What follows belongs to an exercise in optimizing a design on an open flow for small area, a short achievable clock period and few clock cycles per item; a production flow would make more cautious choices.
Power figures rest on the tool's default switching activity, not on a simulated workload.

==> flow/design.v <==
`default_nettype none
package hhfl_pkg;
  localparam int unsigned PosW = 16;
  localparam logic [1:0] PH_START = 2'd0;
  localparam logic [1:0] PH_KEY   = 2'd1;
  localparam logic [1:0] PH_VALUE = 2'd2;
  localparam logic [1:0] PH_DONE  = 2'd3;
  localparam logic [7:0] ChCr    = 8'h0d;
  localparam logic [7:0] ChLf    = 8'h0a;
  localparam logic [7:0] ChSpace = 8'h20;
  localparam logic [7:0] ChColon = 8'h3a;
  localparam logic [7:0] ChZero  = 8'h30;
  localparam logic [7:0] ChNine  = 8'h39;
  function automatic logic [7:0] start_char(input logic [1:0] k, input logic [3:0] i);
    logic [63:0] s;
    case (k)
      2'd0: s = "HTTP/1.1";
      2'd1: s = {"GET", 40'd0};
      2'd2: s = {"HEAD", 32'd0};
      default: s = {"POST", 32'd0};
    endcase
    start_char = s[63 - 8 * i[2:0] -: 8];
  endfunction
  function automatic logic [3:0] start_len(input logic [1:0] k);
    case (k)
      2'd0: start_len = 4'd8;
      2'd1: start_len = 4'd3;
      default: start_len = 4'd4;
    endcase
  endfunction
  function automatic logic [7:0] key_char(input logic [1:0] k, input logic [3:0] i);
    logic [103:0] s;
    case (k)
      2'd0: s = {"Host:", 64'd0};
      2'd1: s = {"User-Agent:", 16'd0};
      default: s = "Content-Type:";
    endcase
    key_char = (i < 4'd13) ? s[103 - 8 * i -: 8] : 8'd0;
  endfunction
  function automatic logic [3:0] key_len(input logic [1:0] k);
    case (k)
      2'd0: key_len = 4'd5;
      2'd1: key_len = 4'd11;
      default: key_len = 4'd13;
    endcase
  endfunction
endpackage
`default_nettype wire
`default_nettype none
module hhfl_scan (
  input  wire logic        clk,
  input  wire logic        rst_n,
  input  wire logic        step,       
  input  wire logic        fresh,      
  input  wire logic        last_byte,
  input  wire logic [7:0]  data_byte,
  input  wire logic        is_cr,
  input  wire logic        is_lf,
  input  wire logic        is_sp,
  input  wire logic        is_colon,
  input  wire logic        is_digit,
  output logic             r_ok,
  output logic             r_resp,
  output logic [1:0]       r_method,
  output logic [15:0]      r_status,
  output logic [15:0]      r_uri_off,
  output logic [15:0]      r_uri_len,
  output logic [15:0]      r_host_off,
  output logic [15:0]      r_host_len,
  output logic [15:0]      r_agent_off,
  output logic [15:0]      r_agent_len,
  output logic [15:0]      r_ctype_off,
  output logic [15:0]      r_ctype_len
);
  logic [15:0] pos_r;
  logic        full_r;               
  logic [1:0]  phase_r;
  logic        cr_r, colon_r;
  logic [1:0]  sp_r;
  logic [3:0]  m_r;                  
  logic [3:0]  idx_r;
  logic        dig_r;
  logic        vseen_r;
  logic [15:0] vst_r;                
  logic [15:0] cnt_r;                
  logic [15:0] pos_inc;
  logic        lf, adv, clr, resp;
  assign pos_inc = pos_r + 16'd1;
  assign lf   = cr_r && is_lf;
  assign adv  = step && !full_r;
  assign clr  = !rst_n || (step && last_byte);
  assign resp = m_r[2];
  logic [1:0]  phase_nxt;
  logic [1:0]  sp_nxt;
  logic [3:0]  m_nxt, idx_nxt;
  logic        dig_nxt, vseen_nxt;
  logic        st_end_ok, first_sp, resp_now, dig_acc, set_val, cnt_inc, commit;
  logic [1:0]  kind;
  always_comb begin
    phase_nxt = phase_r; sp_nxt = sp_r; m_nxt = m_r; idx_nxt = idx_r;
    dig_nxt = dig_r; vseen_nxt = vseen_r;
    st_end_ok = 1'b0; first_sp = 1'b0; dig_acc = 1'b0; set_val = 1'b0;
    cnt_inc = 1'b0; commit = 1'b0;
    resp_now = m_r[0] && idx_r == 4'd8;
    kind = 2'd3;
    for (int k = 3; k >= 1; k--)
      if (m_r[k] && idx_r == hhfl_pkg::start_len(2'(k))) kind = 2'(k - 1);
    case (phase_r)
      hhfl_pkg::PH_START: begin
        if (sp_r == 2'd1) cnt_inc = 1'b1;
        if (lf) begin
          if (sp_r == 2'd2 && (!resp || dig_r)) begin
            st_end_ok = 1'b1;
            phase_nxt = hhfl_pkg::PH_KEY;
            m_nxt = 4'b0111; idx_nxt = '0;
          end else begin
            phase_nxt = hhfl_pkg::PH_DONE;
          end
        end else if (is_sp) begin
          if (sp_r == 2'd0) begin
            first_sp = 1'b1;
            m_nxt = {1'b0, resp_now, resp_now ? 2'd0 : kind};
            idx_nxt = '0;
            sp_nxt = 2'd1;
          end else if (sp_r == 2'd1) begin
            sp_nxt = 2'd2;
          end
        end else if (sp_r == 2'd0) begin
          for (int k = 0; k < 4; k++)
            if (idx_r >= hhfl_pkg::start_len(2'(k)) || hhfl_pkg::start_char(2'(k), idx_r) != data_byte)
              m_nxt[k] = 1'b0;
          if (idx_r != 4'd15) idx_nxt = idx_r + 4'd1;
        end else if (sp_r == 2'd1 && resp && idx_r == 4'd0) begin
          if (is_digit) begin
            dig_acc = 1'b1;
            dig_nxt = 1'b1;
          end else begin
            idx_nxt = 4'd1;
          end
        end
      end
      hhfl_pkg::PH_KEY, hhfl_pkg::PH_VALUE: begin
        if (lf) begin
          if (phase_r == hhfl_pkg::PH_KEY) begin
            if (idx_r == 4'd1) phase_nxt = hhfl_pkg::PH_DONE;
          end else begin
            commit = 1'b1;
            phase_nxt = hhfl_pkg::PH_KEY;
          end
          m_nxt = 4'b0111; idx_nxt = '0; vseen_nxt = 1'b0;
        end else if (phase_r == hhfl_pkg::PH_KEY) begin
          if (colon_r && is_sp) begin
            for (int k = 0; k < 3; k++)
              m_nxt[k] = m_r[k] && idx_r == hhfl_pkg::key_len(2'(k));
            set_val = 1'b1;
            phase_nxt = hhfl_pkg::PH_VALUE;
          end else begin
            for (int k = 0; k < 3; k++)
              if (idx_r >= hhfl_pkg::key_len(2'(k)) || hhfl_pkg::key_char(2'(k), idx_r) != data_byte)
                m_nxt[k] = 1'b0;
            if (idx_r != 4'd15) idx_nxt = idx_r + 4'd1;
          end
        end else if (!vseen_r) begin
          if (colon_r && is_sp) vseen_nxt = 1'b1;
          else cnt_inc = 1'b1;
        end
      end
      default: ;
    endcase
  end
  always_ff @(posedge clk) begin
    if (clr) begin
      pos_r <= '0; full_r <= 1'b0; phase_r <= hhfl_pkg::PH_START; cr_r <= 1'b0;
      colon_r <= 1'b0; sp_r <= '0; m_r <= 4'hf; idx_r <= '0; dig_r <= 1'b0;
      vseen_r <= 1'b0;
    end else if (adv) begin
      pos_r <= pos_inc; full_r <= &pos_r[15:1];
      phase_r <= phase_nxt; cr_r <= is_cr;
      colon_r <= (phase_r == hhfl_pkg::PH_KEY || phase_r == hhfl_pkg::PH_VALUE) && is_colon;
      sp_r <= sp_nxt; m_r <= m_nxt; idx_r <= idx_nxt; dig_r <= dig_nxt;
      vseen_r <= vseen_nxt;
    end
  end
  always_ff @(posedge clk) begin
    if (adv && (set_val || first_sp)) begin
      vst_r <= (first_sp && resp_now) ? 16'd0 : pos_inc;
      cnt_r <= '1;
    end else begin
      if (adv && dig_acc)
        vst_r <= {vst_r[12:0], 3'b000} + {vst_r[14:0], 1'b0} + {12'd0, data_byte[3:0]};
      if (adv && cnt_inc)
        cnt_r <= cnt_r + 16'd1;
    end
  end
  logic [15:0] vst_g, cnt_g;
  assign vst_g = fresh ? 16'd0 : vst_r;
  assign cnt_g = fresh ? 16'd0 : cnt_r;
  always_ff @(posedge clk) begin
    if (adv && (fresh || st_end_ok)) begin
      r_ok <= !fresh;
      r_resp <= !fresh && resp;
      r_method <= fresh ? 2'd0 : m_r[1:0];
    end
    if (adv && (fresh || (st_end_ok && resp)))
      r_status <= vst_g;
    if (adv && (fresh || (st_end_ok && !resp))) begin
      r_uri_off <= vst_g; r_uri_len <= cnt_g;
    end
    if (adv && (fresh || (commit && m_r[0]))) begin
      r_host_off <= vst_g; r_host_len <= cnt_g;
    end
    if (adv && (fresh || (commit && m_r[1]))) begin
      r_agent_off <= vst_g; r_agent_len <= cnt_g;
    end
    if (adv && (fresh || (commit && m_r[2]))) begin
      r_ctype_off <= vst_g; r_ctype_len <= cnt_g;
    end
  end
endmodule
`default_nettype wire
`default_nettype none
module http_header_field_locator (
  input  wire logic        clk,
  input  wire logic        rst_n,
  input  wire logic        in_valid,
  output logic             in_stall,
  input  wire logic [7:0]  in_data_byte,
  input  wire logic        in_last_byte,
  output logic             out_valid,
  input  wire logic        out_stall,
  output logic             out_parse_ok,
  output logic             out_resp_flag,
  output logic [1:0]       out_method_kind,
  output logic [15:0]      out_status_code,
  output logic [15:0]      out_uri_offset,
  output logic [15:0]      out_uri_length,
  output logic [15:0]      out_host_offset,
  output logic [15:0]      out_host_length,
  output logic [15:0]      out_agent_offset,
  output logic [15:0]      out_agent_length,
  output logic [15:0]      out_ctype_offset,
  output logic [15:0]      out_ctype_length
);
  logic       iv_r, il_r, ov_r, stall_r, fresh_r;
  logic [7:0] ib_r;
  logic       cr_r, lf_r, sp_r, colon_r, digit_r;
  logic       step, iv_nxt, ov_nxt;
  assign step     = iv_r && !ov_r;
  assign in_stall = stall_r;         
  always_comb begin
    iv_nxt = iv_r;
    if (in_valid && !stall_r) iv_nxt = 1'b1;
    else if (step) iv_nxt = 1'b0;
    ov_nxt = ov_r;
    if (step && il_r) ov_nxt = 1'b1;
    else if (!out_stall) ov_nxt = 1'b0;
  end
  always_ff @(posedge clk) begin
    if (!rst_n) begin
      iv_r <= 1'b0;
      ov_r <= 1'b0;
      stall_r <= 1'b0;
      fresh_r <= 1'b1;
    end else begin
      iv_r <= iv_nxt;
      ov_r <= ov_nxt;
      stall_r <= iv_nxt && ov_nxt;
      if (step) fresh_r <= il_r;
    end
    if (!stall_r) begin
      ib_r    <= in_data_byte;
      il_r    <= in_last_byte;
      cr_r    <= in_data_byte == hhfl_pkg::ChCr;
      lf_r    <= in_data_byte == hhfl_pkg::ChLf;
      sp_r    <= in_data_byte == hhfl_pkg::ChSpace;
      colon_r <= in_data_byte == hhfl_pkg::ChColon;
      digit_r <= in_data_byte >= hhfl_pkg::ChZero && in_data_byte <= hhfl_pkg::ChNine;
    end
  end
  hhfl_scan u_scan (
    .clk(clk), .rst_n(rst_n), .step(step), .fresh(fresh_r), .last_byte(il_r),
    .data_byte(ib_r), .is_cr(cr_r), .is_lf(lf_r), .is_sp(sp_r), .is_colon(colon_r),
    .is_digit(digit_r),
    .r_ok(out_parse_ok), .r_resp(out_resp_flag), .r_method(out_method_kind),
    .r_status(out_status_code), .r_uri_off(out_uri_offset), .r_uri_len(out_uri_length),
    .r_host_off(out_host_offset), .r_host_len(out_host_length),
    .r_agent_off(out_agent_offset), .r_agent_len(out_agent_length),
    .r_ctype_off(out_ctype_offset), .r_ctype_len(out_ctype_length)
  );
  assign out_valid = ov_r;
endmodule
`default_nettype wire
make LEC_CHECK=0 ABC_AREA=1 CAP_MARGIN=20 CORE_MARGIN=2 CORE_UTILIZATION=40 SETUP_SLACK_MARGIN=2.0 SLEW_MARGIN=20 finish   # period 4.0 ns
run.sh (not shown) runs the stock make flow with config.mk's settings and CLKGATE_MAP_FILE= SYNTH_SCRIPT=/design/flow/synth_recipe.tcl, a recipe that flattens the netlist after the stock synthesis.
==> next run, changes <==
--- a/flow/design.v
+++ b/flow/design.v
@@ -181,16 +181,35 @@
       vseen_r <= vseen_nxt;
     end
   end
+  logic [15:0] csc_r;
+  logic [15:0] acc_a, acc_b, acc_c, acc_e, s1, c1, s2, c2;
+  logic [8:0]  lo_sum;
+  logic [7:0]  hi_sum;
+  always_comb begin
+    acc_a = {vst_r[12:0], data_byte[2:0]};
+    acc_b = {vst_r[14:0], 1'b0};
+    acc_c = {csc_r[12:1], data_byte[3], 3'b000};
+    acc_e = {csc_r[14:0], 1'b0};
+    s1 = acc_a ^ acc_b ^ acc_c;
+    c1 = {(acc_a[14:0] & acc_b[14:0]) | (acc_a[14:0] & acc_c[14:0]) | (acc_b[14:0] & acc_c[14:0]), 1'b0};
+    s2 = s1 ^ c1 ^ acc_e;
+    c2 = {(s1[14:0] & c1[14:0]) | (s1[14:0] & acc_e[14:0]) | (c1[14:0] & acc_e[14:0]), 1'b0};
+    lo_sum = {1'b0, vst_r[7:0]} + {1'b0, csc_r[7:0]};
+    hi_sum = vst_r[15:8] + csc_r[15:8];
+  end
   always_ff @(posedge clk) begin
     if (adv && (set_val || first_sp)) begin
       vst_r <= (first_sp && resp_now) ? 16'd0 : pos_inc;
-      cnt_r <= '1;
+      csc_r <= '0;
+    end else if (adv && dig_acc) begin
+      vst_r <= s2;
+      csc_r <= c2;
     end else begin
-      if (adv && dig_acc)
-        vst_r <= {vst_r[12:0], 3'b000} + {vst_r[14:0], 1'b0} + {12'd0, data_byte[3:0]};
-      if (adv && cnt_inc)
-        cnt_r <= cnt_r + 16'd1;
+      vst_r <= {hi_sum, lo_sum[7:0]};
+      csc_r <= {7'd0, lo_sum[8], 8'd0};
     end
+    if (adv && (set_val || first_sp)) cnt_r <= '1;
+    else if (adv && cnt_inc) cnt_r <= cnt_r + 16'd1;
   end
   logic [15:0] vst_g, cnt_g;
   assign vst_g = fresh ? 16'd0 : vst_r;
Effect: The changed run passed the timing, design-rule and antenna checks; routed wire length climbs by 10%; hold slack is about the same; worst setup slack gets better by 0.36 ns; combinational power grows by 30%; final area came out higher by 1.1%; power went up by 5.1%; cell count rose by 5.1%; clock skew is about the same; global-route usage is higher by 1.6 points.
Function was not checked in any run of this note: the RTL went through the layout flow alone.

-- port drivers added, routing unchanged --
The results above use ideal ports. As a check the final layouts listed here were re-extracted and re-timed, cells and wires unchanged. Step 1 (the two cells are an assumption about what drives the block):
set clk [get_ports {clk}]
set_driving_cell -lib_cell sky130_fd_sc_hd__clkbuf_16 $clk
set_driving_cell -lib_cell sky130_fd_sc_hd__buf_2 [delete_from_list [all_inputs] $clk]
Step 2 moves the port delays by t, midway between the first and last clock arrival at a register: inputs arrive t later, outputs are due t later. That takes back most of the time a late clock gives input paths. Three values: no drivers, after step 1, after step 2; two values: the first two.
run	t (ns)	slack for setup (ns)	worst register clock-pin slew, ns
the first run	0.574	1.585 / 1.585 / 1.554	0.06 / 0.06
the second run	0.577	1.944 / 1.944 / 1.717	0.07 / 0.07
After both steps every run listed still meets setup and hold. For the second run, which loses most, drivers alone change the setup slack by 0.000 ns; drivers and shift together by -0.227 ns.
